What follows belongs to an exercise in optimizing a design on an open flow for small area, a short achievable clock period and few clock cycles; a production flow would make more cautious choices.
In this exercise RTL edits were held to simulation tests only and were not proved equivalent to the original.
Power figures rest on the tool's default switching activity, not on a simulated workload.

===== flow/config.mk =====
export PLATFORM = sky130hd
export DESIGN_NAME = arc4_gen
export DESIGN_NICKNAME = arc4_gen
export VERILOG_FILES = /design/flow/design.v
export SDC_FILE = /design/flow/constraint.sdc
export NUM_CORES = 4
export LEC_CHECK = 0
export CAP_MARGIN = 40
export CORE_MARGIN = 2
export CORE_UTILIZATION = 30
export PLACE_DENSITY = 0.5
export SLEW_MARGIN = 20

===== flow/constraint.sdc =====
create_clock -name core_clock -period 10.0 [get_ports {clk}]
set_input_delay 2.0000 -clock core_clock [delete_from_list [all_inputs] [get_ports {clk}]]
set_output_delay 2.0000 -clock core_clock [all_outputs]
set_load 0.01 [all_outputs]

===== flow/design.v =====
module arc4_gen #(
  parameter int KEY_BYTES  = 3,
  parameter int ADDR_W     = 8,
  parameter int DROP_BYTES = 256
) (
  input  logic                   clk,
  input  logic                   rst,
  input  logic                   en,
  output logic                   rdy,
  output logic                   done,
  input  logic [8*KEY_BYTES-1:0] key,
  output logic [ADDR_W-1:0]      ct_addr,
  input  logic [7:0]             ct_rddata,
  output logic [ADDR_W-1:0]      pt_addr,
  output logic [7:0]             pt_wrdata,
  output logic                   pt_wren
);
  localparam int KW = 8 * KEY_BYTES;
  localparam logic [3:0] S_IDLE   = 4'd0;
  localparam logic [3:0] S_INIT   = 4'd1;
  localparam logic [3:0] S_KSA_RI = 4'd2;
  localparam logic [3:0] S_KSA_J  = 4'd3;
  localparam logic [3:0] S_KSA_WI = 4'd4;
  localparam logic [3:0] S_KSA_WJ = 4'd5;
  localparam logic [3:0] S_LEN    = 4'd6;
  localparam logic [3:0] S_P_RI   = 4'd7;
  localparam logic [3:0] S_P_J    = 4'd8;
  localparam logic [3:0] S_P_WI   = 4'd9;
  localparam logic [3:0] S_P_WJ   = 4'd10;
  localparam logic [3:0] S_P_RK   = 4'd11;
  localparam logic [3:0] S_P_OUT  = 4'd12;
  localparam logic [3:0] S_DONE   = 4'd13;
  logic [3:0]        r_state;
  logic [7:0]        r_i;
  logic [7:0]        r_j;
  logic [7:0]        r_k;
  logic [7:0]        r_len;
  logic [7:0]        r_si;
  logic [7:0]        r_sj;
  logic [KW-1:0]     r_key;
  logic [ADDR_W-1:0] r_ct_addr;
  logic [ADDR_W-1:0] r_pt_addr;
  logic [7:0]        r_pt_wrdata;
  logic              r_pt_wren;
  logic [7:0]        r_rdata;
  logic [7:0]        r_s [256];
  logic [7:0]    w_kbyte;
  logic [KW-1:0] w_krot;
  logic [7:0]    w_i1;
  logic [7:0]    w_k1;
  logic [7:0]    w_jk;
  logic [7:0]    w_jp;
  logic [7:0]    w_pidx;
  logic [7:0]    w_addr;
  logic [7:0]    w_wdata;
  logic          w_we;
  assign w_kbyte = r_key[KW-1 -: 8];
  generate
    if (KEY_BYTES == 1) begin : g_rot1
      assign w_krot = r_key;
    end else begin : g_rotn
      assign w_krot = {r_key[KW-9:0], r_key[KW-1 -: 8]};
    end
  endgenerate
  assign w_i1   = r_i + 8'd1;
  assign w_k1   = r_k + 8'd1;
  assign w_jk   = r_j + r_rdata + w_kbyte;
  assign w_jp   = r_j + r_rdata;
  assign w_pidx = r_si + r_sj;
  assign rdy       = (r_state == S_IDLE);
  assign done      = (r_state == S_DONE);
  assign ct_addr   = r_ct_addr;
  assign pt_addr   = r_pt_addr;
  assign pt_wrdata = r_pt_wrdata;
  assign pt_wren   = r_pt_wren;
  always_comb begin
    w_addr  = r_i;
    w_wdata = r_i;
    w_we    = 1'b0;
    unique case (r_state)
      S_INIT: begin
        w_we = 1'b1;
      end
      S_KSA_J:  w_addr = w_jk;
      S_KSA_WI: begin
        w_we    = 1'b1;
        w_wdata = r_rdata;
      end
      S_KSA_WJ: begin
        w_addr  = r_j;
        w_we    = 1'b1;
        w_wdata = r_si;
      end
      S_P_RI: w_addr = w_i1;
      S_P_J:  w_addr = w_jp;
      S_P_WI: begin
        w_we    = 1'b1;
        w_wdata = r_rdata;
      end
      S_P_WJ: begin
        w_addr  = r_j;
        w_we    = 1'b1;
        w_wdata = r_si;
      end
      S_P_RK: w_addr = w_pidx;
      default: ;
    endcase
  end
  always_ff @(posedge clk) begin
    if (w_we) r_s[w_addr] <= w_wdata;
    r_rdata <= r_s[w_addr];
  end
  always_ff @(posedge clk) begin
    if (rst) begin
      r_state     <= S_IDLE;
      r_i         <= '0;
      r_j         <= '0;
      r_k         <= '0;
      r_len       <= '0;
      r_si        <= '0;
      r_sj        <= '0;
      r_key       <= '0;
      r_ct_addr   <= '0;
      r_pt_addr   <= '0;
      r_pt_wrdata <= '0;
      r_pt_wren   <= 1'b0;
    end else begin
      r_pt_wren <= 1'b0;
      unique case (r_state)
        S_IDLE: begin
          if (en) begin
            r_key     <= key;
            r_i       <= '0;
            r_j       <= '0;
            r_ct_addr <= '0;
            r_state   <= S_INIT;
          end
        end
        S_INIT: begin
          r_i <= w_i1;
          if (r_i == 8'hFF) r_state <= S_KSA_RI;
        end
        S_KSA_RI: r_state <= S_KSA_J;
        S_KSA_J: begin
          r_si    <= r_rdata;
          r_j     <= w_jk;
          r_state <= S_KSA_WI;
        end
        S_KSA_WI: r_state <= S_KSA_WJ;
        S_KSA_WJ: begin
          r_key <= w_krot;
          r_i   <= w_i1;
          if (r_i == 8'hFF) begin
            r_j <= '0;
            r_state <= S_LEN;
          end else begin
            r_state <= S_KSA_RI;
          end
        end
        S_LEN: begin
          r_len       <= ct_rddata;
          r_k         <= 8'd1;
          r_pt_addr   <= '0;
          r_pt_wrdata <= ct_rddata;
          r_pt_wren   <= 1'b1;
          if (ct_rddata == 8'd0) begin
            r_state <= S_DONE;
          end else begin
            r_ct_addr <= ADDR_W'(8'd1);
            r_state   <= S_P_RI;
          end
        end
        S_P_RI: begin
          r_i     <= w_i1;
          r_state <= S_P_J;
        end
        S_P_J: begin
          r_si    <= r_rdata;
          r_j     <= w_jp;
          r_state <= S_P_WI;
        end
        S_P_WI: begin
          r_sj    <= r_rdata;
          r_state <= S_P_WJ;
        end
        S_P_WJ: r_state <= S_P_RK;
        S_P_RK: r_state <= S_P_OUT;
        S_P_OUT: begin
          begin
            r_pt_wren   <= 1'b1;
            r_pt_addr   <= ADDR_W'(r_k);
            r_pt_wrdata <= ct_rddata ^ r_rdata;
            if (r_k == r_len) begin
              r_state <= S_DONE;
            end else begin
              r_k       <= w_k1;
              r_ct_addr <= ADDR_W'(w_k1);
              r_state   <= S_P_RI;
            end
          end
        end
        S_DONE:  r_state <= S_IDLE;
        default: r_state <= S_IDLE;
      endcase
    end
  end
endmodule

===== flow/run.sh =====
#!/bin/bash
# synth_recipe.tcl (not shown) runs the flow's synth.tcl, then flattens the netlist and writes it again
# the make line also repeats each setting of config.mk as NAME=value (left out here)
make -C /OpenROAD-flow-scripts/flow DESIGN_CONFIG=/design/flow/config.mk WORK_HOME=/design/flow/orfs CLKGATE_MAP_FILE= SYNTH_SCRIPT=/design/flow/synth_recipe.tcl finish

==> results.yml <==
drt:
  vias: 57400
  drt-total-wl_um: 280000
  first_iter_violations: 6751
  routedWlPerCell_um: 25.9
  antenna_left: 0
  drt_pass1_iterations: 13
  viasPerCell: 5.30
  drc: 0
critical_path:
  crit_type: "reg -> reg"
  cp.required_ns: 10.76
  cp-end-kind: "flop"
  critPathArrivalTime_ns: 8.26
  crit_fanout: 47
  cp-start-kind: "flop"
grt:
  grt_pass1_vias: 54900
  grt_first_pass_wirelength_um: 405000
  grt_antenna_before_repair: 8
  gr-total-overflow: 0
  grt_usage_pct: 18.3
  grt_max_degree: 162
timing:
  fin_crit_sh_pct: 75.0
  slew_headroom_pct: 29.1
  clock_skew_ns: 0.0630
  hold_violations: 0
  tightestPinTransition_ns: 1.06
  slew_viol_final: 0
  fmax_mhz: 133
  fin_ws_ns: 2.50
  layout_min_cycle_time_ns: 7.50
  finalSetupViolations: 0
  rsz0062_at_grt: "false"
  setup_tns_ns: 0
logic_synthesis:
  synth_top_cells_by_count: "2048 x edfxtp_1, 1293 x nand2_1, 531 x a21oi_1"
  synth_area_leaders: "edfxtp_1 70%, nand2_1 5.5%, a21oi_1 3.0%, mux2i_1 2.9%, nand3_1 2.8%"
  synth.most_common_cell: "edfxtp_1"
  syn_area_mm2: 0.0880
  syn_inst: 6679
  async_reset_ff_share_pct: 0
  synth_seq_cells: 2157
  seq_area_frac_synth_pct: 72.4
  synth_top_area_share_pct: 69.9
  synthFlopType: "edfxtp_1"
  syn_avg_cell_area_um2: 13.2
  synth-edff-count: 2048
  yosysTopAreaCell: "edfxtp_1"
  ys_types: 79
  syn_nets: 6740
  ys_warn_count: 1
clock_network:
  postCtsSetupRepairBufs: 0
  cts_sinks: 2157
  htree_levels: 4
  clockRootBuffer: "clkbuf_16"
  cts_tree: "built"
  postCtsHoldBufs: 0
  clkTransAtPathRegs_ns: 0.07
  cts.path.max_buffers: 3
  clock_latency_ns: 0.88
  numCtsBuffers: 219
  cts-resized-gates: 0
power_and_ir_drop:
  p_int_mw: 15.3
  ir_worst_vdd_mv: 0.191
  p_per_area_mw_per_mm2: 213
  seqPwrFrac_pct: 46.6
  power.clock.fraction_pct: 36.5
  power_switching_mw: 6.24
  netSwitchingFraction_pct: 29.0
  p_leak_nw: 34.0
  power.share.combinational_pct: 16.9
floorplanning:
  die_h_um: 546
  rows: 198
  io_pins: 62
  die_w_um: 546
  coreArea_mm2: 0.291
  start_util_pct: 30.2
  die-area_mm2: 0.298
worst_hold_path:
  holdCritPathClass: "reg -> reg"
run:
  maxCapViolations: 0
final_layout:
  fin_nets: 6803
  drive_gt1_share_pct: 10.6
  area_growth_pct: 15.0
  utilization_pct: 34.7
  finalNonFillerCells: 10800
place:
  gp_congestion: 0.865
  dpl_worst_slack_ns: 2.61
  dp_hpwl_um: 165000
  dp_cells: 10400
  portBuffers: 61
run_status:
  outcome: "timing/DRC/antenna clean"
worst paths after layout:
kind | from | end | slack (ns) | depth (start not counted)
max | r_rdata[0] | r_rdata[5] | 2.50 | 19
min | r_ct_addr[6] | r_ct_addr[6] | 0.46 | 2
max reg2reg | r_rdata[0] | r_rdata[5] | 2.50 | 19
min reg2reg | r_ct_addr[6] | r_ct_addr[6] | 0.46 | 2
cell usage in the layout, fill, tap and decap left out, types with 9 or more instances in the layout:
master / count
clkdlybuf4s50_1: 60
clkinv_1: 64
or4_1: 24
a21oi_1: 530
o22ai_1: 106
a221oi_1: 110
nor3_1: 106
clkinvlp_4: 9
a31oi_1: 107
nand2b_1: 15
buf_4: 203
nand3_2: 9
buf_2: 42
clkbuf_16: 222
xor2_1: 18
clkinv_2: 36
o21ai_0: 58
clkbuf_1: 50
o31ai_1: 12
nor2_1: 219
nor3_2: 84
a22oi_1: 108
a211oi_1: 145
o21ai_1: 13
bufinv_16: 11
nor2b_1: 9
dfxtp_1: 109
a21o_1: 13
ha_1: 23
xnor2_1: 16
edfxtp_1: 2048
buf_12: 24
o211ai_1: 10
nand3_1: 475
nand2_1: 1286
and3_1: 84
mux2i_1: 259
inv_1: 16
kinds of logic after synthesis:
family          share of synthesized area [%]
fa+ha+maj                               0.395
mux                                      3.15
compound gates                           9.39
xor+xnor                                0.338
simple gates                             11.7
buf+inv                                  2.68
flops                                    72.4
metal layers:
metal	global-route usage, %	share of wire [%]	vias up
li1	-	-	25400
met1	25.5	43	29300
met2	28.7	46	2254
met3	3.59	7.5	430
met4	5.36	3.0	12
met5	0	0.19	-
sequential cells by signal (all words and copies together) (netlist names):
name	count
r_i	8
r_len	8
r_pt_wren	1
r_k	8
r_ct_addr	8
r_sj	8
r_s	2048
r_pt_wrdata	8
r_si	8
r_j	8
r_key	24
r_rdata	8
r_pt_addr	8
r_state	4
power groups by stage:
| stage | Sequential [mW] | Clock, mW | Combinational [mW] |
|---|---|---|---|
| floorplan | 10.2 | 0 | 2.20 |
| global placement | 10.2 | 0 | 3.54 |
| detailed placement | 10.2 | 0 | 3.60 |
| CTS | 10.1 | 8.00 | 3.61 |
| global route | 10.1 | 8.34 | 3.89 |
| finish | 10.1 | 7.87 | 3.64 |
worst max-delay path, cell delays in order (launching register included):
cell,delay (ns)
dfxtp_1,0.46
ha_1,0.25
fa_1,0.48
inv_1,0.09
fa_1,0.40
nor2_1,0.11
a32oi_1,0.19
o221ai_4,0.11
buf_4,0.42
buf_4,0.48
and2_4,0.73
buf_4,0.62
buf_4,0.34
mux2i_1,0.20
a221oi_1,0.10
a311oi_1,0.60
nor3_1,0.19
nor3_1,0.62
a22oi_1,0.43
mux2_2,0.39
per-stage QoR:
step	hold slack (ns)	power (mW)	area, µm²
global route	0.485	22.3	101000
global placement	0.455	13.8	92900
detailed placement	0.449	13.8	94100
CTS	0.458	21.7	101000
finish	0.463	21.6	101000
floorplan	0.448	12.4	88000
cell type report:
cell class | count | area (µm²)
fill | 28400 | 190000
antenna | 6 | 15.0
multi-input combinational | 3997 | 22600
inverter | 24 | 150
clock buffer | 272 | 5740
clock inverter | 132 | 1010
tap | 3900 | 4880
sequential | 2157 | 63700
timing repair buffer | 343 | 3060
Testbench counts, summed over its fixed seeds: cycles 232,698.

[separate check: timing with driven ports]
The flow's constraints put no driver on any port. The routed layout listed below was extracted and timed again, unchanged, in two steps. Step 1 (the two cells are an assumption about what drives the block):
set clk [get_ports {clk}]
set_driving_cell -lib_cell sky130_fd_sc_hd__clkbuf_16 $clk
set_driving_cell -lib_cell sky130_fd_sc_hd__buf_2 [delete_from_list [all_inputs] $clk]
Step 2 times the ports against the registers' clock, not the clock port: input delays grow and output delays shrink by t, the midpoint of the rising clock arrivals with the driver on. Slacks: no drivers / after step 1 / after step 2; pairs: no drivers / after step 1.
t, ns: 0.941
setup WS [ns]: 2.505 / 2.505 / 2.505
worst setup path after step 2: register to register
latest minus earliest clock arrival (ns): 0.063 / 0.063
pins driven straight from the clock port: 1
After both steps this run still meets setup and hold. For this run, drivers alone change the setup slack by 0.000 ns; drivers and shift together by 0.000 ns.
